This design comes from an exercise in tuning for a short achievable clock period and few clock cycles per item on the open sky130 flow, not from production work.
In this exercise RTL edits were held to simulation tests only and were not proved equivalent to the original.
Power is estimated from default activity; no workload was simulated.

==> flow/design.v <==
package ooo_pkg;
    localparam int XLEN   = 32;
    localparam int REG_AW = 5;
    localparam logic [6:0] OPC_OP     = 7'b0110011;
    localparam logic [6:0] OPC_OP_IMM = 7'b0010011;
    localparam logic [3:0] ALU_ADD = 4'd0;
    localparam logic [3:0] ALU_SUB = 4'd1;
    localparam logic [3:0] ALU_AND = 4'd2;
    localparam logic [3:0] ALU_OR  = 4'd3;
    localparam logic [3:0] ALU_XOR = 4'd4;
    localparam logic [3:0] ALU_SLT = 4'd5;
    localparam logic [3:0] ALU_SLL = 4'd6;
    localparam logic [3:0] ALU_SRL = 4'd7;
endpackage
module alu_exec (
    input  logic [ooo_pkg::XLEN-1:0] add_a_i,
    input  logic [ooo_pkg::XLEN-1:0] add_b_i,
    input  logic                     slt_i,
    input  logic [ooo_pkg::XLEN-1:0] sh_a_i,
    input  logic [4:0]               sh_b_i,
    input  logic                     srl_i,
    input  logic [ooo_pkg::XLEN-1:0] lg_a_i,
    input  logic [ooo_pkg::XLEN-1:0] lg_b_i,
    input  logic [2:0]               lg_op_i,   
    output logic [ooo_pkg::XLEN-1:0] sum_o,
    output logic [ooo_pkg::XLEN-1:0] diff_o,
    output logic [ooo_pkg::XLEN-1:0] other_o
);
    localparam int XLEN = ooo_pkg::XLEN;
    logic            lt;
    logic [XLEN-1:0] shifted;
    logic [XLEN-1:0] lgc;
    assign sum_o  = add_a_i + add_b_i;
    assign diff_o = add_a_i - add_b_i;
    assign lt     = $signed(add_a_i) < $signed(add_b_i);
    assign shifted = srl_i ? (sh_a_i >> sh_b_i) : (sh_a_i << sh_b_i);
    assign lgc = ({XLEN{lg_op_i[0]}} & (lg_a_i ^ lg_b_i))
               | ({XLEN{lg_op_i[1]}} & (lg_a_i | lg_b_i))
               | ({XLEN{lg_op_i[2]}} & (lg_a_i & lg_b_i));
    assign other_o = shifted | lgc | {{(XLEN-1){1'b0}}, slt_i & lt};
endmodule
module ooo_core (
    input  logic                       clk_i,
    input  logic                       arst_n_i,
    output logic [ooo_pkg::XLEN-1:0]   inst_addr_o,
    output logic                       inst_ce_o,
    input  logic [ooo_pkg::XLEN-1:0]   inst_i,
    output logic                       commit_valid_o,
    output logic [ooo_pkg::XLEN-1:0]   commit_pc_o,
    output logic [ooo_pkg::REG_AW-1:0] commit_rd_o,
    output logic [ooo_pkg::XLEN-1:0]   commit_value_o
);
    localparam int XLEN   = ooo_pkg::XLEN;
    localparam int REG_AW = ooo_pkg::REG_AW;
    localparam int NREGS  = 1 << REG_AW;
    localparam int R_SUM  = 0;
    localparam int R_DIFF = 1;
    localparam int R_OTH  = 2;
    logic [XLEN-1:0] pc_q;
    logic            ce_q;
    logic            flight_q;
    assign inst_ce_o   = ce_q;
    assign inst_addr_o = pc_q;
    always_ff @(posedge clk_i or negedge arst_n_i) begin
        if (!arst_n_i) begin
            pc_q     <= '0;
            ce_q     <= 1'b1;
            flight_q <= 1'b0;
        end else begin
            pc_q     <= pc_q + 32'd4;
            ce_q     <= 1'b1;
            flight_q <= 1'b1;
        end
    end
    logic              d1_valid_q;
    logic [XLEN-1:0]   ir_q;
    logic [NREGS-1:0]  rd1_sel_q;
    logic [NREGS-1:0]  rd2_sel_q;
    logic [2:0]        hit1_q;      
    logic [2:0]        hit2_q;
    logic              d2_valid_q;
    logic [REG_AW-1:0] d2_rd_q;
    logic              e_valid_q;
    logic [REG_AW-1:0] e_rd_q;
    logic [2:0]        e_cls_q;
    logic              w_valid_q;
    logic [REG_AW-1:0] w_rd_q;
    logic [2:0]        w_cls_q;
    logic [XLEN-1:0]   w_sum_q;
    logic [XLEN-1:0]   w_diff_q;
    logic [XLEN-1:0]   w_oth_q;
    logic [XLEN-1:0]   w_value;
    logic              c_valid_q;
    logic [REG_AW-1:0] c_rd_q;
    logic [XLEN-1:0]   c_value_q;
    logic [XLEN-1:0]   regs [NREGS];
    logic              is_op;
    logic              is_imm;
    logic [REG_AW-1:0] rd;
    assign is_op  = (ir_q[6:0] == ooo_pkg::OPC_OP);
    assign is_imm = (ir_q[6:0] == ooo_pkg::OPC_OP_IMM);
    assign rd     = (is_op || is_imm) ? ir_q[11:7] : '0;
    logic [REG_AW-1:0] f_rs1;
    logic [REG_AW-1:0] f_rs2;
    logic              f_imm;
    logic [2:0]        f_hit1;
    logic [2:0]        f_hit2;
    assign f_rs1 = inst_i[19:15];
    assign f_rs2 = inst_i[24:20];
    assign f_imm = (inst_i[6:0] == ooo_pkg::OPC_OP_IMM);
    always_comb begin
        f_hit1 = 3'b000;
        f_hit2 = 3'b000;
        if (f_rs1 != '0) begin
            if (d1_valid_q && rd == f_rs1) begin
                f_hit1 = 3'b001;
            end else if (d2_valid_q && d2_rd_q == f_rs1) begin
                f_hit1 = 3'b010;
            end else if (e_valid_q && e_rd_q == f_rs1) begin
                f_hit1 = 3'b100;
            end
        end
        if (f_rs2 != '0 && !f_imm) begin
            if (d1_valid_q && rd == f_rs2) begin
                f_hit2 = 3'b001;
            end else if (d2_valid_q && d2_rd_q == f_rs2) begin
                f_hit2 = 3'b010;
            end else if (e_valid_q && e_rd_q == f_rs2) begin
                f_hit2 = 3'b100;
            end
        end
    end
    always_ff @(posedge clk_i or negedge arst_n_i) begin
        if (!arst_n_i) begin
            d1_valid_q <= 1'b0;
        end else begin
            d1_valid_q <= flight_q;
        end
    end
    always_ff @(posedge clk_i) begin
        ir_q   <= inst_i;
        hit1_q <= f_hit1;
        hit2_q <= f_hit2;
        for (int r = 0; r < NREGS; r++) begin
            rd1_sel_q[r] <= (f_rs1 == REG_AW'(r)) && (r != 0) && (f_hit1 == 3'b000);
            rd2_sel_q[r] <= (f_rs2 == REG_AW'(r)) && (r != 0) && (f_hit2 == 3'b000);
        end
    end
    logic [XLEN-1:0]   rf1;
    logic [XLEN-1:0]   rf2;
    always_comb begin
        rf1 = '0;
        rf2 = '0;
        for (int r = 1; r < NREGS; r++) begin
            rf1 = rf1 | ({XLEN{rd1_sel_q[r]}} & regs[r]);
            rf2 = rf2 | ({XLEN{rd2_sel_q[r]}} & regs[r]);
        end
    end
    logic [2:0]        cls;
    logic              use_add;
    logic              use_sh;
    logic              use_lg;
    logic [2:0]        lg_op;
    always_comb begin
        case (ir_q[14:12])
            3'b000:  cls = (is_op && ir_q[30]) ? 3'b010 : 3'b001;
            3'b011:  cls = 3'b001;
            default: cls = 3'b100;
        endcase
    end
    assign use_add = (ir_q[14:12] == 3'b000) || (ir_q[14:12] == 3'b011)
                  || (ir_q[14:12] == 3'b010);
    assign use_sh  = (ir_q[13:12] == 2'b01);
    assign lg_op   = {ir_q[14:12] == 3'b111, ir_q[14:12] == 3'b110, ir_q[14:12] == 3'b100};
    assign use_lg  = |lg_op;
    logic [XLEN-1:0]   d2_rf1_q;
    logic [XLEN-1:0]   d2_rf2_q;
    logic [2:0]        d2_hit1_q;
    logic [2:0]        d2_hit2_q;
    logic              d2_imm_q;
    logic [XLEN-1:0]   d2_immv_q;
    logic [2:0]        d2_cls_q;
    logic              d2_use_add_q;
    logic              d2_use_sh_q;
    logic              d2_use_lg_q;
    logic              d2_slt_q;
    logic              d2_srl_q;
    logic [2:0]        d2_lg_op_q;
    always_ff @(posedge clk_i or negedge arst_n_i) begin
        if (!arst_n_i) begin
            d2_valid_q <= 1'b0;
        end else begin
            d2_valid_q <= d1_valid_q;
        end
    end
    always_ff @(posedge clk_i) begin
        d2_rd_q      <= rd;
        d2_rf1_q     <= rf1;
        d2_rf2_q     <= rf2;
        d2_hit1_q    <= hit1_q;
        d2_hit2_q    <= hit2_q;
        d2_imm_q     <= is_imm;
        d2_immv_q    <= {{(XLEN-12){ir_q[31]}}, ir_q[31:20]};
        d2_cls_q     <= cls;
        d2_use_add_q <= use_add;
        d2_use_sh_q  <= use_sh;
        d2_use_lg_q  <= use_lg;
        d2_slt_q     <= (ir_q[14:12] == 3'b010);
        d2_srl_q     <= ir_q[14];
        d2_lg_op_q   <= lg_op;
    end
    assign w_value = ({XLEN{w_cls_q[R_SUM]}}  & w_sum_q)
                   | ({XLEN{w_cls_q[R_DIFF]}} & w_diff_q)
                   | ({XLEN{w_cls_q[R_OTH]}}  & w_oth_q);
    logic [XLEN-1:0]   a_d;
    logic [XLEN-1:0]   b_d;
    logic [2:0]        fwd1;
    logic [2:0]        fwd2;
    assign a_d  = d2_rf1_q
                | ({XLEN{d2_hit1_q[1]}} & w_value)
                | ({XLEN{d2_hit1_q[2]}} & c_value_q);
    assign b_d  = d2_imm_q ? d2_immv_q
                           : (d2_rf2_q
                            | ({XLEN{d2_hit2_q[1]}} & w_value)
                            | ({XLEN{d2_hit2_q[2]}} & c_value_q));
    assign fwd1 = d2_hit1_q[0] ? e_cls_q : 3'b000;
    assign fwd2 = d2_hit2_q[0] ? e_cls_q : 3'b000;
    logic [XLEN-1:0] add_a_q;
    logic [XLEN-1:0] add_b_q;
    logic [2:0]      add_f1_q;
    logic [2:0]      add_f2_q;
    logic            slt_q;
    logic [XLEN-1:0] sh_a_q;
    logic [4:0]      sh_b_q;
    logic [2:0]      sh_f1_q;
    logic [2:0]      sh_f2_q;
    logic            srl_q;
    logic [XLEN-1:0] lg_a_q;
    logic [XLEN-1:0] lg_b_q;
    logic [2:0]      lg_f1_q;
    logic [2:0]      lg_f2_q;
    logic [2:0]      lg_op_q;
    logic [XLEN-1:0] e_sum;
    logic [XLEN-1:0] e_diff;
    logic [XLEN-1:0] e_oth;
    always_ff @(posedge clk_i or negedge arst_n_i) begin
        if (!arst_n_i) begin
            e_valid_q <= 1'b0;
        end else begin
            e_valid_q <= d2_valid_q;
        end
    end
    always_ff @(posedge clk_i) begin
        e_rd_q   <= d2_rd_q;
        e_cls_q  <= d2_cls_q;
        add_a_q  <= d2_use_add_q ? a_d : '0;
        add_b_q  <= d2_use_add_q ? b_d : '0;
        add_f1_q <= d2_use_add_q ? fwd1 : 3'b000;
        add_f2_q <= d2_use_add_q ? fwd2 : 3'b000;
        slt_q    <= d2_slt_q;
        sh_a_q   <= d2_use_sh_q ? a_d : '0;
        sh_b_q   <= d2_use_sh_q ? b_d[4:0] : '0;
        sh_f1_q  <= d2_use_sh_q ? fwd1 : 3'b000;
        sh_f2_q  <= d2_use_sh_q ? fwd2 : 3'b000;
        srl_q    <= d2_srl_q;
        lg_a_q   <= d2_use_lg_q ? a_d : '0;
        lg_b_q   <= d2_use_lg_q ? b_d : '0;
        lg_f1_q  <= d2_use_lg_q ? fwd1 : 3'b000;
        lg_f2_q  <= d2_use_lg_q ? fwd2 : 3'b000;
        lg_op_q  <= d2_lg_op_q;
    end
    logic [XLEN-1:0] add_a;
    logic [XLEN-1:0] add_b;
    logic [XLEN-1:0] sh_a;
    logic [XLEN-1:0] sh_b;
    logic [XLEN-1:0] lg_a;
    logic [XLEN-1:0] lg_b;
    assign add_a = add_a_q
                   | ({XLEN{add_f1_q[R_SUM]}}  & w_sum_q)
                   | ({XLEN{add_f1_q[R_DIFF]}} & w_diff_q)
                   | ({XLEN{add_f1_q[R_OTH]}}  & w_oth_q);
    assign add_b = add_b_q
                   | ({XLEN{add_f2_q[R_SUM]}}  & w_sum_q)
                   | ({XLEN{add_f2_q[R_DIFF]}} & w_diff_q)
                   | ({XLEN{add_f2_q[R_OTH]}}  & w_oth_q);
    assign sh_a = sh_a_q
                  | ({XLEN{sh_f1_q[R_SUM]}}  & w_sum_q)
                  | ({XLEN{sh_f1_q[R_DIFF]}} & w_diff_q)
                  | ({XLEN{sh_f1_q[R_OTH]}}  & w_oth_q);
    assign sh_b = {{(XLEN-5){1'b0}}, sh_b_q}
                  | ({XLEN{sh_f2_q[R_SUM]}}  & w_sum_q)
                  | ({XLEN{sh_f2_q[R_DIFF]}} & w_diff_q)
                  | ({XLEN{sh_f2_q[R_OTH]}}  & w_oth_q);
    assign lg_a = lg_a_q
                  | ({XLEN{lg_f1_q[R_SUM]}}  & w_sum_q)
                  | ({XLEN{lg_f1_q[R_DIFF]}} & w_diff_q)
                  | ({XLEN{lg_f1_q[R_OTH]}}  & w_oth_q);
    assign lg_b = lg_b_q
                  | ({XLEN{lg_f2_q[R_SUM]}}  & w_sum_q)
                  | ({XLEN{lg_f2_q[R_DIFF]}} & w_diff_q)
                  | ({XLEN{lg_f2_q[R_OTH]}}  & w_oth_q);
    alu_exec u_alu (
        .add_a_i(add_a), .add_b_i(add_b), .slt_i(slt_q),
        .sh_a_i(sh_a), .sh_b_i(sh_b[4:0]), .srl_i(srl_q),
        .lg_a_i(lg_a), .lg_b_i(lg_b), .lg_op_i(lg_op_q),
        .sum_o(e_sum), .diff_o(e_diff), .other_o(e_oth)
    );
    always_ff @(posedge clk_i or negedge arst_n_i) begin
        if (!arst_n_i) begin
            w_valid_q <= 1'b0;
        end else begin
            w_valid_q <= e_valid_q;
        end
    end
    always_ff @(posedge clk_i) begin
        w_rd_q   <= e_rd_q;
        w_cls_q  <= e_cls_q;
        w_sum_q  <= e_sum;
        w_diff_q <= e_diff;
        w_oth_q  <= e_oth;
        if (w_valid_q && w_rd_q != '0) begin
            regs[w_rd_q] <= w_value;
        end
    end
    logic [XLEN-1:0]   c_pc_q;
    always_ff @(posedge clk_i or negedge arst_n_i) begin
        if (!arst_n_i) begin
            c_valid_q <= 1'b0;
            c_pc_q    <= '0;
        end else begin
            c_valid_q <= w_valid_q;
            if (c_valid_q) begin
                c_pc_q <= c_pc_q + 32'd4;
            end
        end
    end
    always_ff @(posedge clk_i) begin
        c_rd_q    <= w_rd_q;
        c_value_q <= w_value;
    end
    assign commit_valid_o = c_valid_q;
    assign commit_pc_o    = c_pc_q;
    assign commit_rd_o    = c_rd_q;
    assign commit_value_o = c_value_q;
endmodule
==> flow/flow/run.sh <==
#!/bin/bash
# The standard layout (standard.sh), with one change to synthesis: the
# combinational logic is mapped by ABC with a delay-driven script
# (flow/abc_speed.script) and without Yosys's full-adder extraction.
# Registers are mapped before ABC, as in the standard synthesis, so the
# registers, their names and cell types are the standard synthesis's.
set -euo pipefail
here=$(pwd)
rm -rf "$here/scripts"
cp -r "$FLOW_HOME/scripts" "$here/scripts"
cp "$here/flow/abc_speed.script" "$here/scripts/abc_speed.script"
bash standard.sh SCRIPTS_DIR="$here/scripts" ADDER_MAP_FILE= synth > "$here/synth.log" 2>&1
bash standard.sh SCRIPTS_DIR="$here/scripts" > "$here/layout.log" 2>&1
==> flow/flow/abc_speed.script <==
strash
dch
map -D 1200
buffer -p
upsize -D 1200
dnsize -D 1200
==> flow/standard.sh <==
#!/bin/bash
# synth_recipe.tcl (not shown) runs the flow's synth.tcl, then flattens the netlist and writes it again
# the make line also repeats each setting of config.mk as NAME=value (left out here)
make -C /OpenROAD-flow-scripts/flow DESIGN_CONFIG=/design/flow/config.mk WORK_HOME=/design/flow/orfs CLKGATE_MAP_FILE= SYNTH_SCRIPT=/design/flow/synth_recipe.tcl "${@:-finish}"
==> flow/config.mk <==
export PLATFORM = sky130hd
export DESIGN_NAME = ooo_core
export DESIGN_NICKNAME = ooo_core
export VERILOG_FILES = /design/flow/design.v
export SDC_FILE = /design/flow/constraint.sdc
export NUM_CORES = 4
export LEC_CHECK = 0
export CAP_MARGIN = 20
export CORE_MARGIN = 2
export CORE_UTILIZATION = 70
export CTS_CLUSTER_DIAMETER = 250
export CTS_CLUSTER_SIZE = 64
export SETUP_SLACK_MARGIN = 4.6
export SLEW_MARGIN = 20
export TNS_END_PERCENT = 100
==> flow/constraint.sdc <==
create_clock -name core_clock -period 7.0 [get_ports {clk_i}]
set_input_delay 1.4000 -clock core_clock [delete_from_list [all_inputs] [get_ports {clk_i}]]
set_output_delay 1.4000 -clock core_clock [all_outputs]
set_load 0.01 [all_outputs]
==> key figures, run 1 <==
Status
  • Status: aborted with a tool error
  • Fail Step: global routing (5_1_grt)
  • Stop err: [ERROR GRT-0232] Routing congestion too high. Check the congestion heatmap in the GUI.

Yosys
  • Ys Warns: 1
  • Compound-cell area share of the yosys netlist: 0.1894
  • Distinct cells, synth: 83
  • Async set-reset flop share out of synthesis: 0.04156
  • Post-synthesis sequential area ratio: 0.6003
  • Adder-cell share of the synthesized area: 0
  • Avg Cell Area, Syn: 10.30 µm²
  • Mapped Area: 70050 µm²
  • Largest family of logic cells by synthesized area: compound AO/OA/AOI/OAI gates
  • Post-Synth Simple-Gate Area: 0.1538
  • Synth Flop Type: edfxtp_1
  • Post-synth EDFFs: 992
  • Syn Inst Count: 6798
  • Synthesis-stage register bit count: 1588
  • Mux contribution to synthesized area: 0.001572
  • Synth Area in XOR/XNOR: 0.01211

Placement
  • Placed cell area: 73360 µm²
  • Port Buf Inserts: 131
  • Detailed placement HPWL: 205000 µm
  • Place WS: 2845 ps
  • GP Congestion: 1.108

Die
  • Ports: 137
  • Initial core utilization: 0.7025
  • Num rows: 116
  • DIE HEIGHT: 320.3 µm
  • Die Wd: 320.3 µm

Global routing
  • Largest net degree at the start of global routing: 71
  • Gr usage total: 0.7784
  • Overflow left after global routing: 24

CTS
  • H-tree Lvls: 1
  • Clk sinks: 1588
  • Root Driver: clkbuf_16
  • Hold-fix buffers at CTS: 0
  • CTS max path bufs: 3
  • CTS buffer count: 28

STA
  • GRT worst endpoint: commit_value_o[15]
  • Kind of the worst endpoint: top-level output
## kinds of logic after synthesis
group                  Yosys count
buffers and inverters          748
other                            2
multiplexers                    11
AND/OR/NAND/NOR               2464
flip-flops                    1588
XOR/XNOR                        93
AO/OA/AOI/OAI                 1892
## cells in the mapped netlist, types with 50 or more instances
| library cell | instances | area share |
|---|---|---|
| nand4_1 | 172 | 0.015 |
| dfxtp_1 | 530 | 0.15 |
| a221oi_1 | 209 | 0.026 |
| edfxtp_1 | 992 | 0.43 |
| clkbuf_1 | 286 | 0.015 |
| nor4_1 | 57 | 0.0051 |
| a21oi_1 | 333 | 0.024 |
| nand3_1 | 247 | 0.018 |
| inv_1 | 378 | 0.020 |
| dfrtp_1 | 66 | 0.024 |
| o2111ai_1 | 55 | 0.0069 |
| nand2_1 | 1202 | 0.064 |
| xor2_1 | 71 | 0.0089 |
| nor2_1 | 573 | 0.031 |
| o22ai_1 | 50 | 0.0045 |
| nor3_1 | 98 | 0.0070 |
| o21ai_0 | 258 | 0.018 |
| a22oi_1 | 595 | 0.064 |
## power by group through the flow
stage	Clock, W	Combinational [W]	Sequential (W)
2_1_floorplan	0	0.00158	0.0111
3_3_place_gp	0	0.00280	0.0114
3_5_place_dp	0	0.00285	0.0114
4_1_cts	0.00333	0.00358	0.0113
## through the flow
stage | total power (W) | cells | hold slack (ps)
floorplan | 0.01271 | 6802 | 309.6
global placement | 0.01424 | 8054 | 310.3
detailed placement | 0.01430 | 8054 | 312.1
CTS | 0.01818 | 8421 | 342.7
## how the worst max path moves through the flow
stage,start,endpoint,slack [ps],depth (start not counted)
4_1_cts,c_pc_q[15]$_DFFE_PN0P_,commit_pc_o[15],4170,1
3_5_place_dp,inst_i[24],rd2_sel_q[6]$_DFF_P_,2850,9
3_3_place_gp,inst_i[24],rd2_sel_q[7]$_DFF_P_,2870,9
2_1_floorplan,inst_i[24],rd2_sel_q[24]$_DFF_P_,4220,8
## layer usage
metal  GRT overflow  global-route usage
met5              0              0.4279
met4              8              0.7463
met3             13              0.6669
met2              3              0.9145
met1              0              0.7782
## repair_timing
action                                   CTS
endpoints found under the setup margin  1134
gates cloned                              15
gates resized for setup                 1449
pin swaps                                193
buffers inserted                         301
Testbench counts, summed over its fixed seeds: cycles 32,296, insts 32,248.
==> inputs of run 2 (changes only) <==
--- a/flow/design.v
+++ b/flow/design.v
@@ -64,13 +64,18 @@
     always_ff @(posedge clk_i or negedge arst_n_i) begin
         if (!arst_n_i) begin
-            pc_q     <= '0;
             ce_q     <= 1'b1;
             flight_q <= 1'b0;
         end else begin
-            pc_q     <= pc_q + 32'd4;
             ce_q     <= 1'b1;
             flight_q <= 1'b1;
         end
     end
+    always_ff @(posedge clk_i) begin
+        if (!arst_n_i) begin
+            pc_q <= '0;
+        end else begin
+            pc_q <= pc_q + 32'd4;
+        end
+    end
     logic              d1_valid_q;
     logic [XLEN-1:0]   ir_q;
@@ -143,16 +148,24 @@
         hit2_q <= f_hit2;
         for (int r = 0; r < NREGS; r++) begin
-            rd1_sel_q[r] <= (f_rs1 == REG_AW'(r)) && (r != 0) && (f_hit1 == 3'b000);
-            rd2_sel_q[r] <= (f_rs2 == REG_AW'(r)) && (r != 0) && (f_hit2 == 3'b000);
+            rd1_sel_q[r] <= (f_rs1 == REG_AW'(r)) && (r != 0);
+            rd2_sel_q[r] <= (f_rs2 == REG_AW'(r)) && (r != 0) && !f_imm;
         end
     end
-    logic [XLEN-1:0]   rf1;
-    logic [XLEN-1:0]   rf2;
+    logic [XLEN-1:0]   rf1_lo;
+    logic [XLEN-1:0]   rf1_hi;
+    logic [XLEN-1:0]   rf2_lo;
+    logic [XLEN-1:0]   rf2_hi;
     always_comb begin
-        rf1 = '0;
-        rf2 = '0;
-        for (int r = 1; r < NREGS; r++) begin
-            rf1 = rf1 | ({XLEN{rd1_sel_q[r]}} & regs[r]);
-            rf2 = rf2 | ({XLEN{rd2_sel_q[r]}} & regs[r]);
+        rf1_lo = '0;
+        rf1_hi = '0;
+        rf2_lo = '0;
+        rf2_hi = '0;
+        for (int r = 1; r < NREGS / 2; r++) begin
+            rf1_lo = rf1_lo | ({XLEN{rd1_sel_q[r]}} & regs[r]);
+            rf2_lo = rf2_lo | ({XLEN{rd2_sel_q[r]}} & regs[r]);
+        end
+        for (int r = NREGS / 2; r < NREGS; r++) begin
+            rf1_hi = rf1_hi | ({XLEN{rd1_sel_q[r]}} & regs[r]);
+            rf2_hi = rf2_hi | ({XLEN{rd2_sel_q[r]}} & regs[r]);
         end
     end
@@ -174,6 +187,8 @@
     assign lg_op   = {ir_q[14:12] == 3'b111, ir_q[14:12] == 3'b110, ir_q[14:12] == 3'b100};
     assign use_lg  = |lg_op;
-    logic [XLEN-1:0]   d2_rf1_q;
-    logic [XLEN-1:0]   d2_rf2_q;
+    logic [XLEN-1:0]   d2_rf1_lo_q;
+    logic [XLEN-1:0]   d2_rf1_hi_q;
+    logic [XLEN-1:0]   d2_rf2_lo_q;
+    logic [XLEN-1:0]   d2_rf2_hi_q;
     logic [2:0]        d2_hit1_q;
     logic [2:0]        d2_hit2_q;
@@ -196,6 +211,8 @@
     always_ff @(posedge clk_i) begin
         d2_rd_q      <= rd;
-        d2_rf1_q     <= rf1;
-        d2_rf2_q     <= rf2;
+        d2_rf1_lo_q  <= rf1_lo;
+        d2_rf1_hi_q  <= rf1_hi;
+        d2_rf2_lo_q  <= rf2_lo;
+        d2_rf2_hi_q  <= rf2_hi;
         d2_hit1_q    <= hit1_q;
         d2_hit2_q    <= hit2_q;
@@ -217,9 +234,9 @@
     logic [2:0]        fwd1;
     logic [2:0]        fwd2;
-    assign a_d  = d2_rf1_q
+    assign a_d  = ({XLEN{d2_hit1_q == 3'b000}} & (d2_rf1_lo_q | d2_rf1_hi_q))
                 | ({XLEN{d2_hit1_q[1]}} & w_value)
                 | ({XLEN{d2_hit1_q[2]}} & c_value_q);
     assign b_d  = d2_imm_q ? d2_immv_q
-                           : (d2_rf2_q
+                           : (({XLEN{d2_hit2_q == 3'b000}} & (d2_rf2_lo_q | d2_rf2_hi_q))
                             | ({XLEN{d2_hit2_q[1]}} & w_value)
                             | ({XLEN{d2_hit2_q[2]}} & c_value_q));
@@ -323,17 +340,19 @@
         end
     end
+    logic [XLEN-1:0]   w_pc_q;
     logic [XLEN-1:0]   c_pc_q;
     always_ff @(posedge clk_i or negedge arst_n_i) begin
         if (!arst_n_i) begin
+            w_pc_q    <= '0;
             c_valid_q <= 1'b0;
-            c_pc_q    <= '0;
         end else begin
-            c_valid_q <= w_valid_q;
-            if (c_valid_q) begin
-                c_pc_q <= c_pc_q + 32'd4;
+            if (w_valid_q) begin
+                w_pc_q <= w_pc_q + 32'd4;
             end
+            c_valid_q <= w_valid_q;
         end
     end
     always_ff @(posedge clk_i) begin
+        c_pc_q    <= w_pc_q;
         c_rd_q    <= w_rd_q;
         c_value_q <= w_value;
==> flow/flow/abc_speed.script (replaced) <==
strash
dch
map -D 900
buffer -p
upsize -D 900
dnsize -D 900
--- a/flow/config.mk
+++ b/flow/config.mk
@@ -8,7 +8,7 @@
 export CAP_MARGIN = 20
 export CORE_MARGIN = 2
-export CORE_UTILIZATION = 70
-export CTS_CLUSTER_DIAMETER = 250
-export CTS_CLUSTER_SIZE = 64
+export CORE_UTILIZATION = 50
+export CTS_CLUSTER_DIAMETER = 100
+export CTS_CLUSTER_SIZE = 30
 export SETUP_SLACK_MARGIN = 4.6
 export SLEW_MARGIN = 20
==> run 2 against run 1 <==
Against the previous run:
- the run now finishes clean
- synthesized area increased by 3.8%
- synthesized cell count increased by 4.6%
==> key figures, run 2 <==
Status
  • Status: no timing/DRC/antenna violations

Route
  • Final wirelength: 328300 µm
  • DR DRC count: 0
  • Average wire per standard cell: 34.70 µm
  • Via density: 6.937
  • ANT nets after route: 0
  • 1st-iter DRT viols: 10830
  • Total vias in the final route: 65630
  • Drt pass-1 iters: 10

Placement
  • GP Congestion: 1.090
  • Detailed placement HPWL: 208200 µm
  • Port Buf Inserts: 131
  • Placed cell area: 76490 µm²

Global routing
  • Overflow left after global routing: 0
  • Gr usage total: 0.4200
  • Initial antenna violation count: 24
  • First-pass GRT wire length: 441900 µm
  • Largest net degree at the start of global routing: 71
  • Vias in the first global route: 59530

STA
  • Tmin final: 2746 ps
  • Slew Viols, Final: 0
  • Worst Max-Slew Pin Slew: 1273 ps
  • RSZ-0062 raised after global routing: yes
  • Worst relative slew slack: 0.1514
  • Endpoints failing setup: 0
  • Part of the cycle the worst path needs: 0.3923
  • Clk_skew: 48.42 ps
  • Total negative slack: 0 ps
  • Fmax: 0.3641 GHz
  • Final hold violations: 0

Power
  • Power Total: 0.02146 W
  • Max IR drop VDD: 0.0002000 V
  • Static leakage: 31.66 nW
  • Pwr dens: 245.1 nW/µm²

Critical path
  • R2r startpoint: lg_f2_q[2]$_SDFF_PN0_
  • Crit-path max cell delay: 450 ps
  • Setup crit start: c_value_q[18]$_DFF_P_
  • Worst-case reg-to-reg path depth: 8
  • Delay-heaviest family, CP: flip-flops
  • CP max FO: 2
  • Critical-path top delay cell: dfxtp_4
  • Critical Path, Cell by Cell: buf_6
  • Crit Path Class: flip-flop to output port
  • Worst setup EP type: output port
  • CP Launch Type: flip-flop
  • FF-to-FF End: w_oth_q[0]$_DFF_P_
  • Arrival time worst endpoint: 1350 ps
  • R2r setup slk: 4330 ps
  • Buf+Inv Stages, Crit Path: 1
  • Worst EP required: 5600 ps

Cells and area
  • Synth-to-layout area growth: 20.37%
  • Share of cells above drive strength 1: 0.2251
  • Reg with most FFs: regs
  • Final nets: 7527
  • Final Cell Area: 87530 µm²
  • Fill cell count: 11860
  • Commonest non-fill, non-tap cell in the layout: nand2_1
  • Largest register FFs: 992
  • Register Area: 44110 µm²
  • Most frequent cells in the layout: 1107 x nand2_1, 992 x edfxtp_1, 508 x dfxtp_1
  • Multi-input gate area: 30260 µm²
  • Fin util: 0.6078

Yosys
  • Post-synthesis sequential area ratio: 0.6021
  • Distinct cells, synth: 72
  • Mapped Area: 72710 µm²
  • Async set-reset flop share out of synthesis: 0.02140
  • Top post-synthesis cells by count: 1267 x nand2_1, 992 x edfxtp_1, 654 x dfxtp_1
  • Ys Warns: 1
  • Synth Flop Type: edfxtp_1
  • Syn Inst Count: 7114
  • Synth top area share: 0.4097
  • Most common cell in the synthesized netlist: nand2_1
  • Synthesis-stage register bit count: 1682
  • Avg Cell Area, Syn: 10.22 µm²
  • Dominant cell type by area after synthesis: edfxtp_1
  • Post-synth EDFFs: 992
  • Area contributors post-synth: edfxtp_1 41%, dfxtp_1 18%, nand2_1 6.5%, a22oi_1 4.6%, a221oi_1 3.5%

Worst hold path
  • Worst hold endpoint: lg_op_q[0]$_DFF_P_
  • Hold Crit Depth: 0
  • Hold WC Path Type: flip-flop to flip-flop
  • Hold path startpoint: d2_lg_op_q[0]$_DFF_P_

CTS
  • Clk sinks: 1682
  • Worst skew pair latency: 760 ps
  • Hold-fix buffers at CTS: 0
  • Root Driver: clkbuf_16
  • CTS buffer count: 70
  • Clock-pin slew on the worst setup and hold paths: 120 ps
  • H-tree Lvls: 3
  • CTS tree: built
  • CTS max path bufs: 3

Die
  • DIE HEIGHT: 385.4 µm
  • Ports: 137
  • Die area: 148500 µm²
  • Initial core utilization: 0.5050
  • Die Wd: 385.4 µm
  • Num rows: 139
  • Core region area: 144000 µm²

Job
  • Max-capacitance violation count: 0
run 2: kinds of logic (layout without fill, tap and decap cells):
logic type,count (synthesis),after routing,synth area share
AND/OR/NAND/NOR,2502,2504,0.1503
other,2,14,0.0001033
XOR/XNOR,63,63,0.007588
multiplexers,3,3,0.0004130
buffers and inverters,845,1269,0.04637
AO/OA/AOI/OAI,2017,2022,0.1931
flip-flops,1682,1682,0.6021
run 2: timing repair:
item                                    4_1_cts  5_1_grt
pin swaps                                    68      287
buffers inserted                            156      184
cloned                                       14       18
endpoints found under the setup margin      862      728
resized for setup                          1124      740
run 2: worst max path at each step:
stage                                       end  cells after the start
after global routing         commit_value_o[13]                      1
after detailed placement   hit1_q[1]$_SDFF_PP0_                      6
final                        commit_value_o[18]                      1
after floorplan           add_b_q[2]$_SDFF_PN0_                      7
after global placement     hit1_q[1]$_SDFF_PP0_                      6
after CTS                    commit_value_o[18]                      1
run 2: report_power, final:
part           leakage [nW]  switching [W]  internal (W)
logic                  15.6        0.00273       0.00125
registers              15.0       0.000910        0.0112
clock network          1.06        0.00327       0.00208
total                  31.7        0.00691        0.0145
run 2: final cells by class:
cell class                 count  area share
antenna                        8   0.0002287
clock buffer                 112     0.02230
clock inverter                16    0.003073
inverter                     470     0.02119
multi-input combinational   4598      0.3457
sequential                  1682      0.5040
tap                         1903     0.02720
timing repair buffer         669     0.07619
timing repair inverter         2   0.0001429
run 2: worst reg2reg max path, stage by stage, from the launching register on:
cell and delay, ps:
dfxtp_2 330, buf_4 530, a21oi_1 230, a22oi_1 420, nor2_1 80, o21a_1 210
a221oi_2 290, nand3_1 260, o21bai_1 220
run 2: layer usage:
layer / wire length [µm] / vias up / GRT usage
met5: 273 / - / 0
met1: 120300 / 32000 / 0.5625
met3: 46520 / 1108 / 0.1242
met4: 26130 / 32 / 0.2549
met2: 135000 / 5291 / 0.5997
li1: - / 27200 / -
run 2: per-stage QoR:
step                instances  hold WS, ps  setup WS [ps]
floorplan                7118        309.6           4367
CTS                      9249        335.7           4269
global route             9452        335.2           4257
global placement         8951        310.5           3423
detailed placement       8951        312.1           3412
finish                   9460        335.8           4254
Testbench counts of run 2, summed over its fixed seeds: cycles 32,296, insts 32,248.
==> inputs of run 3 (changes only) <==
--- a/flow/design.v
+++ b/flow/design.v
@@ -61,5 +61,5 @@
     logic            flight_q;
     assign inst_ce_o   = ce_q;
-    assign inst_addr_o = pc_q;
+    assign inst_addr_o = addr_q;
     always_ff @(posedge clk_i or negedge arst_n_i) begin
         if (!arst_n_i) begin
@@ -71,5 +71,6 @@
         end
     end
-    always_ff @(posedge clk_i) begin
+    logic [XLEN-1:0] addr_q;
+    always_ff @(posedge clk_i or negedge arst_n_i) begin
         if (!arst_n_i) begin
             pc_q <= '0;
@@ -78,4 +79,11 @@
         end
     end
+    always_ff @(posedge clk_i) begin
+        if (!arst_n_i) begin
+            addr_q <= '0;
+        end else begin
+            addr_q <= pc_q + 32'd4;
+        end
+    end
     logic              d1_valid_q;
     logic [XLEN-1:0]   ir_q;
@@ -99,4 +107,5 @@
     logic [REG_AW-1:0] c_rd_q;
     logic [XLEN-1:0]   c_value_q;
+    logic [XLEN-1:0]   wb_value_q;   
     logic [XLEN-1:0]   regs [NREGS];
     logic              is_op;
@@ -236,9 +245,9 @@
     assign a_d  = ({XLEN{d2_hit1_q == 3'b000}} & (d2_rf1_lo_q | d2_rf1_hi_q))
                 | ({XLEN{d2_hit1_q[1]}} & w_value)
-                | ({XLEN{d2_hit1_q[2]}} & c_value_q);
+                | ({XLEN{d2_hit1_q[2]}} & wb_value_q);
     assign b_d  = d2_imm_q ? d2_immv_q
                            : (({XLEN{d2_hit2_q == 3'b000}} & (d2_rf2_lo_q | d2_rf2_hi_q))
                             | ({XLEN{d2_hit2_q[1]}} & w_value)
-                            | ({XLEN{d2_hit2_q[2]}} & c_value_q));
+                            | ({XLEN{d2_hit2_q[2]}} & wb_value_q));
     assign fwd1 = d2_hit1_q[0] ? e_cls_q : 3'b000;
     assign fwd2 = d2_hit2_q[0] ? e_cls_q : 3'b000;
@@ -338,12 +347,18 @@
         if (w_valid_q && w_rd_q != '0) begin
             regs[w_rd_q] <= w_value;
+            wb_value_q   <= w_value;
         end
     end
     logic [XLEN-1:0]   w_pc_q;
     logic [XLEN-1:0]   c_pc_q;
+    logic              r_valid_q;
+    logic [XLEN-1:0]   r_pc_q;
+    logic [REG_AW-1:0] r_rd_q;
+    logic [XLEN-1:0]   r_value_q;
     always_ff @(posedge clk_i or negedge arst_n_i) begin
         if (!arst_n_i) begin
             w_pc_q    <= '0;
             c_valid_q <= 1'b0;
+            r_valid_q <= 1'b0;
         end else begin
             if (w_valid_q) begin
@@ -351,4 +366,5 @@
             end
             c_valid_q <= w_valid_q;
+            r_valid_q <= c_valid_q;
         end
     end
@@ -357,8 +373,11 @@
         c_rd_q    <= w_rd_q;
         c_value_q <= w_value;
-    end
-    assign commit_valid_o = c_valid_q;
-    assign commit_pc_o    = c_pc_q;
-    assign commit_rd_o    = c_rd_q;
-    assign commit_value_o = c_value_q;
+        r_pc_q    <= c_pc_q;
+        r_rd_q    <= c_rd_q;
+        r_value_q <= c_value_q;
+    end
+    assign commit_valid_o = r_valid_q;
+    assign commit_pc_o    = r_pc_q;
+    assign commit_rd_o    = r_rd_q;
+    assign commit_value_o = r_value_q;
 endmodule
==> flow/flow/abc_speed.script (replaced) <==
strash
dch
map -D 700
buffer -p
upsize -D 700
dnsize -D 700
--- a/flow/config.mk
+++ b/flow/config.mk
@@ -9,7 +9,7 @@
 export CORE_MARGIN = 2
 export CORE_UTILIZATION = 50
-export CTS_CLUSTER_DIAMETER = 100
+export CTS_CLUSTER_DIAMETER = 70
 export CTS_CLUSTER_SIZE = 30
-export SETUP_SLACK_MARGIN = 4.6
+export SETUP_SLACK_MARGIN = 5
 export SLEW_MARGIN = 20
 export TNS_END_PERCENT = 100
==> run 3 against run 2 <==
Against the previous run:
- synthesized cell count grew 3.6%
- count of clock-buffer cells in the layout grew 15
- first-iteration DRC count grew 5.1%
- register-to-register slack is essentially flat
- final area grew 15%
- non-clock buffer count grew 219
- critical endpoint is now commit_valid_o
- highest routed layer unchanged
==> key figures, run 3 <==
Critical path
  • Buf+Inv Stages, Crit Path: 1
  • Crit-path max cell delay: 400 ps
  • CP max FO: 1
  • Worst setup EP type: output port
  • Delay-heaviest family, CP: flip-flops
  • Critical Path, Cell by Cell: buf_2
  • Worst EP required: 5600 ps
  • CP Launch Type: flip-flop
  • Crit Path Class: flip-flop to output port
  • Critical-path top delay cell: dfrtp_1
  • Arrival time worst endpoint: 1360 ps

Yosys
  • Async set-reset flop share out of synthesis: 0.03698
  • Dominant cell type by area after synthesis: edfxtp_1
  • Synth top area share: 0.4033
  • Post-synthesis sequential area ratio: 0.6146
  • Ys Warns: 1
  • Mapped Area: 76240 µm²
  • Syn Inst Count: 7367
  • Post-synth EDFFs: 1024
  • Avg Cell Area, Syn: 10.35 µm²
  • Top post-synthesis cells by count: 1326 x nand2_1, 1024 x edfxtp_1, 721 x dfxtp_1
  • Area contributors post-synth: edfxtp_1 40%, dfxtp_1 19%, nand2_1 6.5%, a22oi_1 4.8%, a221oi_1 3.3%
  • Distinct cells, synth: 70
  • Most common cell in the synthesized netlist: nand2_1
  • Synth Flop Type: edfxtp_1
  • Synthesis-stage register bit count: 1812

Route
  • Average wire per standard cell: 34.50 µm
  • Drt pass-1 iters: 10
  • Total vias in the final route: 70030
  • Via density: 6.895
  • 1st-iter DRT viols: 11390
  • Final wirelength: 350400 µm
  • ANT nets after route: 0
  • DR DRC count: 0

Global routing
  • Vias in the first global route: 63960
  • Gr usage total: 0.4205
  • Largest net degree at the start of global routing: 71
  • First-pass GRT wire length: 471400 µm
  • Initial antenna violation count: 33
  • Overflow left after global routing: 0

CTS
  • CTS tree: built
  • CTS buffer count: 117
  • Hold-fix buffers at CTS: 0
  • Root Driver: clkbuf_16
  • Clock-pin slew on the worst setup and hold paths: 100 ps
  • H-tree Lvls: 3
  • Clk sinks: 1812
  • Worst skew pair latency: 820 ps
  • CTS max path bufs: 3

STA
  • Part of the cycle the worst path needs: 0.3944
  • Fmax: 0.3623 GHz
  • Clk_skew: 39.41 ps
  • Worst Max-Slew Pin Slew: 1040 ps
  • Slew Viols, Final: 0
  • Tmin final: 2760 ps
  • Total negative slack: 0 ps
  • Endpoints failing setup: 0
  • Final hold violations: 0
  • Worst relative slew slack: 0.3056
  • RSZ-0062 raised after global routing: yes

Cells and area
  • Final nets: 8048
  • Largest register FFs: 992
  • Most frequent cells in the layout: 1072 x nand2_1, 1024 x edfxtp_1, 552 x dfxtp_1
  • Commonest non-fill, non-tap cell in the layout: nand2_1
  • Reg with most FFs: regs
  • Fill cell count: 11570
  • Share of cells above drive strength 1: 0.3093
  • Final Cell Area: 100200 µm²
  • Synth-to-layout area growth: 31.47%

Job
  • Max-capacitance violation count: 0

Power
  • Max IR drop VDD: 0.0002411 V
  • Static leakage: 37.04 nW
  • Pwr dens: 256.4 nW/µm²

Die
  • Initial core utilization: 0.5025
  • DIE HEIGHT: 394.5 µm
  • Die area: 155600 µm²
  • Num rows: 143
  • Die Wd: 394.5 µm
  • Ports: 137
  • Core region area: 151700 µm²

Placement
  • Port Buf Inserts: 131
  • GP Congestion: 1.024
  • Detailed placement HPWL: 203400 µm
  • Placed cell area: 80230 µm²

Worst hold path
  • Hold WC Path Type: flip-flop to flip-flop

Status
  • Status: no timing/DRC/antenna violations
[run 3: changes by cell type in the layout (fill, tap and decap cells not counted), moves of 55 or more]
cell       delta
nand2_2      +67
a221oi_4     +55
o21ai_0      -58
clkbuf_16    +56
buf_12       +62
a221oi_1     -80
[run 3: cell families after synthesis]
| kind of cell | after synthesis | share of synthesized area |
|---|---|---|
| AND/OR/NAND/NOR | 2608 | 0.1486 |
| XOR/XNOR | 66 | 0.007582 |
| multiplexers | 2 | 0.0002626 |
| other | 2 | 0.00009850 |
| AO/OA/AOI/OAI | 2050 | 0.1855 |
| buffers and inverters | 827 | 0.04331 |
| flip-flops | 1812 | 0.6146 |
[run 3: stage by stage]
| step | hold slack (ps) | power [W] | worst slack (ps) | cells | util |
|---|---|---|---|---|---|
| 4_1_cts | 320.6 | 0.02477 | 4229 | 9930 | 0.6237 |
| 3_5_place_dp | 312.0 | 0.01608 | 3296 | 9318 | 0.5288 |
| 5_1_grt | 326.8 | 0.02614 | 4212 | 10150 | 0.6605 |
| 6_report | 319.6 | 0.02570 | 4240 | 10160 | 0.6606 |
| 3_3_place_gp | 310.5 | 0.01606 | 3351 | 9313 | 0.5283 |
| 2_1_floorplan | 309.6 | 0.01419 | 4503 | 7371 | - |
[run 3: final cells by class]
cell class                      instances  area, µm²  share of cell area
Multi-Input combinational cell       4745      34060              0.3398
Tap cell                             2030       2540             0.02534
Inverter                              448       1856             0.01851
Sequential cell                      1812      47180              0.4708
Clock inverter                         96       1274             0.01271
Clock buffer                          127       3059             0.03052
Timing Repair inverter                  2      15.01           0.0001498
Antenna cell                            9      22.52           0.0002247
Timing Repair Buffer                  888      10220              0.1020
[run 3: path summary, 6_finish.rpt]
kind	startpoint	to	slack (ps)	cells after the start
setup / recovery	r_valid_q$_DFF_PN0_	commit_valid_o	4240	1
hold / removal	c_value_q[1]$_DFF_P_	r_value_q[1]$_DFF_P_	320	0
setup reg to reg	add_f2_q[0]$_SDFF_PN0_	w_sum_q[22]$_DFF_P_	4330	14
hold reg to reg	c_value_q[1]$_DFF_P_	r_value_q[1]$_DFF_P_	320	0
max in group asynchronous	arst_n_i	w_pc_q[2]$_DFFE_PN0P_	5540	2
min in group asynchronous	arst_n_i	pc_q[3]$_DFF_PN0_	810	2
[run 3: routing by layer]
metal  track usage  vias to the layer above  wire, µm
met4        0.2852                       22     31570
met3        0.1447                     1478     48840
met5             0                        -       276
met2        0.6018                     5732    145400
met1        0.5372                    33970    124400
li1              -                    28830         -
[run 3: timing repair]
item                                    4_1_cts  5_1_grt
endpoints found under the setup margin     2267     1099
resized for setup                          1988      742
pin swaps                                   399      444
buffers inserted                            333      189
gates cloned                                 56       29
[run 3: report_power, final]
| part | internal [W] | leakage (nW) | total (W) | switching (W) |
|---|---|---|---|---|
| Combinational | 0.00154 | 18.7 | 0.00468 | 0.00314 |
| Clock | 0.00359 | 2.09 | 0.00798 | 0.00439 |
| Sequential | 0.0121 | 16.3 | 0.0130 | 0.000993 |
| Total | 0.0172 | 37.0 | 0.0257 | 0.00852 |
Testbench counts of run 3, summed over its fixed seeds: cycles 32,304, insts 32,248.
==> inputs of run 4 (changes only) <==
--- a/flow/design.v
+++ b/flow/design.v
@@ -90,6 +90,6 @@
     logic [NREGS-1:0]  rd1_sel_q;
     logic [NREGS-1:0]  rd2_sel_q;
-    logic [2:0]        hit1_q;      
-    logic [2:0]        hit2_q;
+    logic [3:0]        hit1_q;      
+    logic [3:0]        hit2_q;
     logic              d2_valid_q;
     logic [REG_AW-1:0] d2_rd_q;
@@ -118,28 +118,32 @@
     logic [REG_AW-1:0] f_rs2;
     logic              f_imm;
-    logic [2:0]        f_hit1;
-    logic [2:0]        f_hit2;
+    logic [3:0]        f_hit1;
+    logic [3:0]        f_hit2;
     assign f_rs1 = inst_i[19:15];
     assign f_rs2 = inst_i[24:20];
     assign f_imm = (inst_i[6:0] == ooo_pkg::OPC_OP_IMM);
     always_comb begin
-        f_hit1 = 3'b000;
-        f_hit2 = 3'b000;
+        f_hit1 = 4'b0000;
+        f_hit2 = 4'b0000;
         if (f_rs1 != '0) begin
             if (d1_valid_q && rd == f_rs1) begin
-                f_hit1 = 3'b001;
+                f_hit1 = 4'b0001;
             end else if (d2_valid_q && d2_rd_q == f_rs1) begin
-                f_hit1 = 3'b010;
+                f_hit1 = 4'b0010;
             end else if (e_valid_q && e_rd_q == f_rs1) begin
-                f_hit1 = 3'b100;
+                f_hit1 = 4'b0100;
+            end else if (w_valid_q && w_rd_q == f_rs1) begin
+                f_hit1 = 4'b1000;
             end
         end
         if (f_rs2 != '0 && !f_imm) begin
             if (d1_valid_q && rd == f_rs2) begin
-                f_hit2 = 3'b001;
+                f_hit2 = 4'b0001;
             end else if (d2_valid_q && d2_rd_q == f_rs2) begin
-                f_hit2 = 3'b010;
+                f_hit2 = 4'b0010;
             end else if (e_valid_q && e_rd_q == f_rs2) begin
-                f_hit2 = 3'b100;
+                f_hit2 = 4'b0100;
+            end else if (w_valid_q && w_rd_q == f_rs2) begin
+                f_hit2 = 4'b1000;
             end
         end
@@ -200,6 +204,6 @@
     logic [XLEN-1:0]   d2_rf2_lo_q;
     logic [XLEN-1:0]   d2_rf2_hi_q;
-    logic [2:0]        d2_hit1_q;
-    logic [2:0]        d2_hit2_q;
+    logic [3:0]        d2_hit1_q;
+    logic [3:0]        d2_hit2_q;
     logic              d2_imm_q;
     logic [XLEN-1:0]   d2_immv_q;
@@ -243,11 +247,13 @@
     logic [2:0]        fwd1;
     logic [2:0]        fwd2;
-    assign a_d  = ({XLEN{d2_hit1_q == 3'b000}} & (d2_rf1_lo_q | d2_rf1_hi_q))
+    assign a_d  = ({XLEN{d2_hit1_q == 4'b0000}} & (d2_rf1_lo_q | d2_rf1_hi_q))
                 | ({XLEN{d2_hit1_q[1]}} & w_value)
-                | ({XLEN{d2_hit1_q[2]}} & wb_value_q);
+                | ({XLEN{d2_hit1_q[2]}} & c_value_q)
+                | ({XLEN{d2_hit1_q[3]}} & wb_value_q);
     assign b_d  = d2_imm_q ? d2_immv_q
-                           : (({XLEN{d2_hit2_q == 3'b000}} & (d2_rf2_lo_q | d2_rf2_hi_q))
+                           : (({XLEN{d2_hit2_q == 4'b0000}} & (d2_rf2_lo_q | d2_rf2_hi_q))
                             | ({XLEN{d2_hit2_q[1]}} & w_value)
-                            | ({XLEN{d2_hit2_q[2]}} & wb_value_q));
+                            | ({XLEN{d2_hit2_q[2]}} & c_value_q)
+                            | ({XLEN{d2_hit2_q[3]}} & wb_value_q));
     assign fwd1 = d2_hit1_q[0] ? e_cls_q : 3'b000;
     assign fwd2 = d2_hit2_q[0] ? e_cls_q : 3'b000;
@@ -345,8 +351,4 @@
         w_diff_q <= e_diff;
         w_oth_q  <= e_oth;
-        if (w_valid_q && w_rd_q != '0) begin
-            regs[w_rd_q] <= w_value;
-            wb_value_q   <= w_value;
-        end
     end
     logic [XLEN-1:0]   w_pc_q;
@@ -376,4 +378,8 @@
         r_rd_q    <= c_rd_q;
         r_value_q <= c_value_q;
+        if (c_valid_q && c_rd_q != '0) begin
+            regs[c_rd_q] <= c_value_q;
+            wb_value_q   <= c_value_q;
+        end
     end
     assign commit_valid_o = r_valid_q;
==> run 4 against run 3 <==
Against the previous run:
- still clean
- synthesized cell count up 0.69%
- count of clock-buffer cells in the layout fell by 1
- sequential power barely moved
- setup slack barely moved
- critical path depth is 13 higher
- combinational power decreased by about 10%
- routed wire length down 1.5%
- power is 1.2% lower
- final area barely moved
- worst hold slack improved by 8.6 ps
- clock power shrank 0.5%
- global-route usage fell by 0.18 points
- critical endpoint is now w_sum_q[28]$_DFF_P_
==> key figures, run 4 <==
CTS
  • H-tree Lvls: 3
  • Clk sinks: 1816
  • Worst skew pair latency: 810 ps
  • Root Driver: clkbuf_16
  • CTS tree: built
  • CTS buffer count: 116
  • CTS max path bufs: 3
  • Clock-pin slew on the worst setup and hold paths: 90 ps
  • Hold-fix buffers at CTS: 0

Yosys
  • Adder-cell share of the synthesized area: 0
  • Distinct cells, synth: 79
  • Most common cell in the synthesized netlist: nand2_1
  • Area contributors post-synth: edfxtp_1 40%, dfxtp_1 19%, nand2_1 6.8%, a22oi_1 4.5%, a221oi_1 3.2%
  • Synthesis-stage register bit count: 1816
  • Synth top area share: 0.4021
  • Mux contribution to synthesized area: 0.001702
  • Synth Area in XOR/XNOR: 0.008476
  • Post-synth EDFFs: 1024
  • Dominant cell type by area after synthesis: edfxtp_1
  • Top post-synthesis cells by count: 1390 x nand2_1, 1024 x edfxtp_1, 725 x dfxtp_1
  • Compound-cell area share of the yosys netlist: 0.1847
  • Syn Inst Count: 7418
  • Post-Synth Simple-Gate Area: 0.1464
  • Ys Warns: 1
  • Synth Flop Type: edfxtp_1
  • Async set-reset flop share out of synthesis: 0.03689
  • Largest family of logic cells by synthesized area: compound AO/OA/AOI/OAI gates
  • Mapped Area: 76470 µm²
  • Post-synthesis sequential area ratio: 0.6139
  • Avg Cell Area, Syn: 10.31 µm²

STA
  • Worst relative slew slack: 0.1919
  • Total negative slack: 0 ps
  • Endpoints failing setup: 0
  • Fmax: 0.3622 GHz
  • Slew Viols, Final: 0
  • Final hold violations: 0
  • Clk_skew: 47.95 ps
  • Part of the cycle the worst path needs: 0.3944
  • RSZ-0062 raised after global routing: yes
  • Worst Max-Slew Pin Slew: 1212 ps
  • Tmin final: 2761 ps

Die
  • Initial core utilization: 0.5034
  • DIE HEIGHT: 395.1 µm
  • Ports: 137
  • Die Wd: 395.1 µm
  • Core region area: 151900 µm²
  • Die area: 156100 µm²
  • Num rows: 143

Power
  • Power Total: 0.02539 W
  • Max IR drop VDD: 0.0002602 V
  • Pwr dens: 253.2 nW/µm²
  • Static leakage: 37.12 nW

Critical path
  • Buf+Inv Stages, Crit Path: 3
  • Worst setup EP type: flip-flop
  • FF-to-FF End: w_sum_q[28]$_DFF_P_
  • Worst path most repeated cell: nand2_2
  • Crit Path Class: flip-flop to flip-flop
  • Worst-case reg-to-reg path depth: 14
  • R2r startpoint: add_f2_q[2]$_SDFF_PN0_
  • Worst EP required: 7680 ps
  • Arrival time worst endpoint: 3440 ps
  • Crit-path max cell delay: 400 ps
  • CP Launch Type: flip-flop
  • CP max FO: 8
  • Delay-heaviest family, CP: simple AND/OR/NAND/NOR gates
  • R2r setup slk: 4240 ps
  • Critical-path top delay cell: dfxtp_4
  • Critical Path, Cell by Cell: buf_6, buf_12, nand2_1, nand4_1, nand2_2, nand2_8, buf_6, nor2_4, nand2_2, nor3_4, nand2_2, a21o_1, nand3b_1, nand2_1

Global routing
  • First-pass GRT wire length: 469800 µm
  • Largest net degree at the start of global routing: 71
  • Overflow left after global routing: 0
  • Initial antenna violation count: 18
  • Gr usage total: 0.4187
  • Vias in the first global route: 63260

Worst hold path
  • Hold WC Path Type: flip-flop to flip-flop
  • Hold path startpoint: c_pc_q[9]$_DFF_P_
  • Worst hold endpoint: r_pc_q[9]$_DFF_P_
  • Hold Crit Depth: 0

Route
  • Drt pass-1 iters: 8
  • 1st-iter DRT viols: 10510
  • ANT nets after route: 0
  • Via density: 6.782
  • Final wirelength: 345300 µm
  • Total vias in the final route: 69360
  • Average wire per standard cell: 33.76 µm
  • DR DRC count: 0

Cells and area
  • Share of cells above drive strength 1: 0.3241
  • Final Cell Area: 100300 µm²
  • Most frequent cells in the layout: 1139 x nand2_1, 1024 x edfxtp_1, 556 x dfxtp_1
  • Reg with most FFs: regs
  • Synth-to-layout area growth: 31.16%
  • Commonest non-fill, non-tap cell in the layout: nand2_1
  • Final non-filler cell total: 10230
  • Largest register FFs: 992
  • Final nets: 8118

Placement
  • Detailed placement HPWL: 205200 µm
  • Placed insts: 9375
  • Port Buf Inserts: 131
  • Placed cell area: 80420 µm²
  • GP Congestion: 0.9790

Status
  • Status: no timing/DRC/antenna violations

Job
  • Max-capacitance violation count: 0
[run 4: kinds of logic after synthesis]
| kind of cell | after synthesis |
|---|---|
| other | 2 |
| XOR/XNOR | 74 |
| AND/OR/NAND/NOR | 2611 |
| multiplexers | 13 |
| flip-flops | 1816 |
| AO/OA/AOI/OAI | 2053 |
| buffers and inverters | 849 |
[run 4: layout make-up]
cell class / count / area (µm²)
Fill cell: 11360 / 51610
Sequential cell: 1816 / 47270
Multi-Input combinational cell: 4757 / 34060
Timing Repair Buffer: 915 / 10050
Clock buffer: 126 / 3024
Tap cell: 2030 / 2540
Inverter: 476 / 1997
Clock inverter: 95 / 1316
Antenna cell: 10 / 25.02
Timing Repair inverter: 2 / 16.27
[run 4: metrics by stage]
| stage | worst slack [ps] | util | hold slack (ps) |
|---|---|---|---|
| after global routing | 4233 | 0.6601 | 330.6 |
| after floorplan | 4492 | - | 309.6 |
| final | 4239 | 0.6602 | 328.2 |
| after global placement | 3394 | 0.5292 | 310.7 |
| after CTS | 4257 | 0.6295 | 328.6 |
| after detailed placement | 3388 | 0.5294 | 312.0 |
[run 4: power breakdown]
group | total (W) | switching [W] | internal (W) | leakage (nW)
combinational | 0.00419 | 0.00276 | 0.00143 | 18.7
clock | 0.00794 | 0.00436 | 0.00359 | 2.08
sequential | 0.0133 | 0.00118 | 0.0121 | 16.3
total | 0.0254 | 0.00829 | 0.0171 | 37.1
[run 4: repair_timing]
item                                     CTS  global route
resized for setup                       2083           715
endpoints found under the setup margin  1523           741
gates cloned                              51            10
buffers inserted                         390           170
pin swaps                                406           461
[run 4: per-layer routing]
layer  up-vias  part of all wire  GRT usage  routed length, µm
met3      1493              0.13     0.1200              44640
met1     33620              0.36     0.5340             122900
met2      5501              0.43     0.6236             147700
li1      28740                 -          -                  -
met5         -           0.00028          0                 97
met4        14             0.087     0.2723              29940
[run 4: how the worst max path moves through the flow]
stage          cells past startpoint  slack, ps              endpoint                   start
2_1_floorplan                      4       4490  regs[5][0]$_DFFE_PP_       c_rd_q[2]$_DFF_P_
3_3_place_gp                       7       3390  hit1_q[1]$_SDFF_PP0_              inst_i[19]
3_5_place_dp                       6       3390  hit1_q[3]$_SDFF_PP0_              inst_i[19]
4_1_cts                            1       4260        commit_valid_o     r_valid_q$_DFF_PN0_
5_1_grt                           14       4230  w_diff_q[27]$_DFF_P_  add_f2_q[0]$_SDFF_PN0_
6_report                          14       4240   w_sum_q[28]$_DFF_P_  add_f2_q[2]$_SDFF_PN0_
Testbench counts of run 4, summed over its fixed seeds: cycles 32,304, insts 32,248.
==> inputs of run 5 (changes only) <==
--- a/flow/config.mk
+++ b/flow/config.mk
@@ -8,5 +8,5 @@
 export CAP_MARGIN = 20
 export CORE_MARGIN = 2
-export CORE_UTILIZATION = 50
+export CORE_UTILIZATION = 60
 export CTS_CLUSTER_DIAMETER = 70
 export CTS_CLUSTER_SIZE = 30
==> run 5 against run 4 <==
Against the previous run:
- non-clock buffer count decreased by 48
- setup slack worse by 110 ps
- synthesized area is the same
- register-to-register slack got worse by 110 ps
- count of clock-buffer cells in the layout fell by 9
- sequential share of layout area is 0.71 points higher
- synthesized cell count stayed put
- clock power is 4.0% lower
- sequential power about the same
- global-route usage increased by 7.8 points
- clock skew up 9.9 ps
- critical path depth did not move
- critical endpoint is now w_sum_q[25]$_DFF_P_
==> key figures, run 5 <==
Status
  • Status: no timing/DRC/antenna violations

Yosys
  • Ys Warns: 1
  • Synth Area in XOR/XNOR: 0.008476
  • Synthesis-stage register bit count: 1816
  • Avg Cell Area, Syn: 10.31 µm²
  • Post-Synth Simple-Gate Area: 0.1464
  • Mux contribution to synthesized area: 0.001702
  • Distinct cells, synth: 79
  • Area contributors post-synth: edfxtp_1 40%, dfxtp_1 19%, nand2_1 6.8%, a22oi_1 4.5%, a221oi_1 3.2%
  • Synth top area share: 0.4021
  • Syn Inst Count: 7418
  • Synth Flop Type: edfxtp_1
  • Adder-cell share of the synthesized area: 0
  • Mapped Area: 76470 µm²
  • Dominant cell type by area after synthesis: edfxtp_1
  • Top post-synthesis cells by count: 1390 x nand2_1, 1024 x edfxtp_1, 725 x dfxtp_1
  • Most common cell in the synthesized netlist: nand2_1
  • Largest family of logic cells by synthesized area: compound AO/OA/AOI/OAI gates
  • Post-synth EDFFs: 1024
  • Post-synthesis sequential area ratio: 0.6139
  • Async set-reset flop share out of synthesis: 0.03689
  • Compound-cell area share of the yosys netlist: 0.1847

CTS
  • CTS max path bufs: 3
  • Hold-fix buffers at CTS: 0
  • H-tree Lvls: 3
  • CTS tree: built
  • Root Driver: clkbuf_16
  • Clk sinks: 1816
  • CTS buffer count: 107
  • Worst skew pair latency: 830 ps
  • Clock-pin slew on the worst setup and hold paths: 100 ps

Worst hold path
  • Hold path startpoint: c_pc_q[29]$_DFF_P_
  • Hold WC Path Type: flip-flop to flip-flop
  • Hold Crit Depth: 0
  • Worst hold endpoint: r_pc_q[29]$_DFF_P_

Die
  • Die area: 130300 µm²
  • Core region area: 126100 µm²
  • Die Wd: 361.0 µm
  • Initial core utilization: 0.6066
  • Num rows: 130
  • Ports: 137
  • DIE HEIGHT: 361.0 µm

STA
  • Worst relative slew slack: 0.1851
  • Endpoints failing setup: 0
  • Clk_skew: 57.89 ps
  • Part of the cycle the worst path needs: 0.4101
  • RSZ-0062 raised after global routing: yes
  • Final hold violations: 0
  • Total negative slack: 0 ps
  • Fmax: 0.3483 GHz
  • Worst Max-Slew Pin Slew: 1222 ps
  • Slew Viols, Final: 0
  • Tmin final: 2871 ps

Cells and area
  • Final Cell Area: 98800 µm²
  • Largest register FFs: 992
  • Share of cells above drive strength 1: 0.3107
  • Final nets: 8062
  • Synth-to-layout area growth: 29.20%
  • Reg with most FFs: regs
  • Most frequent cells in the layout: 1144 x nand2_1, 1024 x edfxtp_1, 567 x dfxtp_1
  • Commonest non-fill, non-tap cell in the layout: nand2_1

Critical path
  • Crit-path max cell delay: 440 ps
  • Worst EP required: 7650 ps
  • R2r setup slk: 4130 ps
  • Delay-heaviest family, CP: simple AND/OR/NAND/NOR gates
  • R2r startpoint: add_f2_q[0]$_SDFF_PN0_
  • Critical-path top delay cell: dfxtp_4
  • Buf+Inv Stages, Crit Path: 3
  • CP Launch Type: flip-flop
  • Worst path most repeated cell: nand2_1
  • CP max FO: 8
  • FF-to-FF End: w_sum_q[25]$_DFF_P_
  • Worst-case reg-to-reg path depth: 14
  • Crit Path Class: flip-flop to flip-flop
  • Critical Path, Cell by Cell: buf_12, buf_12, buf_16, nand2_1, nand4_1, nand3_2, nand2_4, nand2_1, o21ai_4, a21oi_4, nand2_2, nand3_2, nand4_1, nand2_1
  • Worst setup EP type: flip-flop
  • Arrival time worst endpoint: 3520 ps

Power
  • Pwr dens: 253.8 nW/µm²
  • Static leakage: 36.87 nW
  • Max IR drop VDD: 0.0003024 V

Route
  • Via density: 7.356
  • Average wire per standard cell: 35.20 µm
  • Final wirelength: 344600 µm
  • Drt pass-1 iters: 15
  • Total vias in the final route: 72030
  • DR DRC count: 0
  • ANT nets after route: 0
  • 1st-iter DRT viols: 14420

Global routing
  • Gr usage total: 0.4969
  • Vias in the first global route: 66030
  • Largest net degree at the start of global routing: 71
  • Initial antenna violation count: 33
  • First-pass GRT wire length: 466600 µm
  • Overflow left after global routing: 0

Placement
  • Detailed placement HPWL: 197700 µm
  • Placed cell area: 79930 µm²
  • Port Buf Inserts: 131
  • GP Congestion: 1.022

Job
  • Max-capacitance violation count: 0
[run 5: cell counts after synthesis]
No cell type changed its count.
[run 5: power by group]
| group | internal [W] | total [W] | leakage (nW) | switching (W) |
|---|---|---|---|---|
| sequential | 0.0121 | 0.0132 | 16.3 | 0.00111 |
| clock | 0.00326 | 0.00762 | 1.92 | 0.00436 |
| combinational | 0.00143 | 0.00427 | 18.7 | 0.00284 |
[run 5: layout make-up]
type                    instances  area [µm²]
repair inverters                3       23.77
inverters                     476        1962
flip-flops and latches       1816       47260
repair buffers                867        9661
clock buffers                 117        2736
multi-input cells            4757       33690
clock inverters                85        1346
diodes                         21       52.55
fillers                      7524       27260
well taps                    1650        2064
[run 5: what timing repair did]
action | CTS | global route
resized for setup | 2029 | 777
buffers inserted | 368 | 153
pin swaps | 410 | 437
endpoints found under the setup margin | 1527 | 1056
cloned | 46 | 9
[run 5: cells by family after synthesis]
family | count (synthesis)
flip-flops | 1816
other | 2
AO/OA/AOI/OAI | 2053
buffers and inverters | 849
AND/OR/NAND/NOR | 2611
XOR/XNOR | 74
multiplexers | 13
[run 5: worst max path at each step]
| stage | to | slack, ps | depth (start not counted) | from |
|---|---|---|---|---|
| 2_1_floorplan | regs[5][0]$_DFFE_PP_ | 4490 | 4 | c_rd_q[2]$_DFF_P_ |
| 4_1_cts | commit_valid_o | 4290 | 1 | r_valid_q$_DFF_PN0_ |
| 6_report | w_sum_q[25]$_DFF_P_ | 4130 | 14 | add_f2_q[0]$_SDFF_PN0_ |
| 3_5_place_dp | hit1_q[1]$_SDFF_PP0_ | 3390 | 7 | inst_i[19] |
| 3_3_place_gp | hit1_q[1]$_SDFF_PP0_ | 3370 | 7 | inst_i[19] |
| 5_1_grt | w_sum_q[26]$_DFF_P_ | 4150 | 14 | add_f2_q[0]$_SDFF_PN0_ |
[run 5: per-stage QoR]
step / worst slack [ps] / hold WS [ps] / power (W) / utilization / std cells
floorplan: 4492 / 309.6 / 0.01425 / - / 7422
global placement: 3370 / 310.9 / 0.01596 / 0.6341 / 8993
detailed placement: 3389 / 312.1 / 0.01599 / 0.6341 / 8993
CTS: 4288 / 327.4 / 0.02410 / 0.7458 / 9609
global route: 4148 / 339.6 / 0.02543 / 0.7834 / 9776
finish: 4129 / 332.0 / 0.02507 / 0.7837 / 9792
[run 5: per-layer routing]
metal	wire [µm]	GRT usage
met5	577	0.004440
met4	37390	0.3675
met3	57690	0.1949
met2	141400	0.7183
met1	107600	0.6024

-- port drivers added, routing unchanged --
How much do the figures lean on ideal ports? The routed layouts below were timed once more, with nothing changed but the port constraints.
Step 1 assumes that a clkbuf_16 drives the clock port and a buf_2 every other input.
Step 2 also shifts input and output timing later by t, the mid clock arrival at the registers, as if the neighbouring blocks saw the same clock.
Three values: no drivers, after step 1, after step 2; two values: the first two.
| run | shift t [ns] | setup WS [ns] | latest minus earliest clock arrival (ns) | slew at the worst register clock pin (ns) |
|---|---|---|---|---|
| run 2 | 0.812 | 4.254 / 4.171 / 3.854 | 0.050 / 0.051 | 0.12 / 0.12 |
| run 3 | 0.889 | 4.240 / 4.154 / 4.058 | 0.043 / 0.043 | 0.11 / 0.11 |
| run 4 | 0.883 | 4.239 / 4.190 / 4.208 | 0.048 / 0.048 | 0.12 / 0.12 |
| run 5 | 0.883 | 4.129 / 4.129 / 4.129 | 0.067 / 0.067 | 0.12 / 0.12 |
After both steps every run listed still meets setup and hold. For run 2, which loses most, drivers alone change the setup slack by -0.083 ns; drivers and shift together by -0.400 ns.
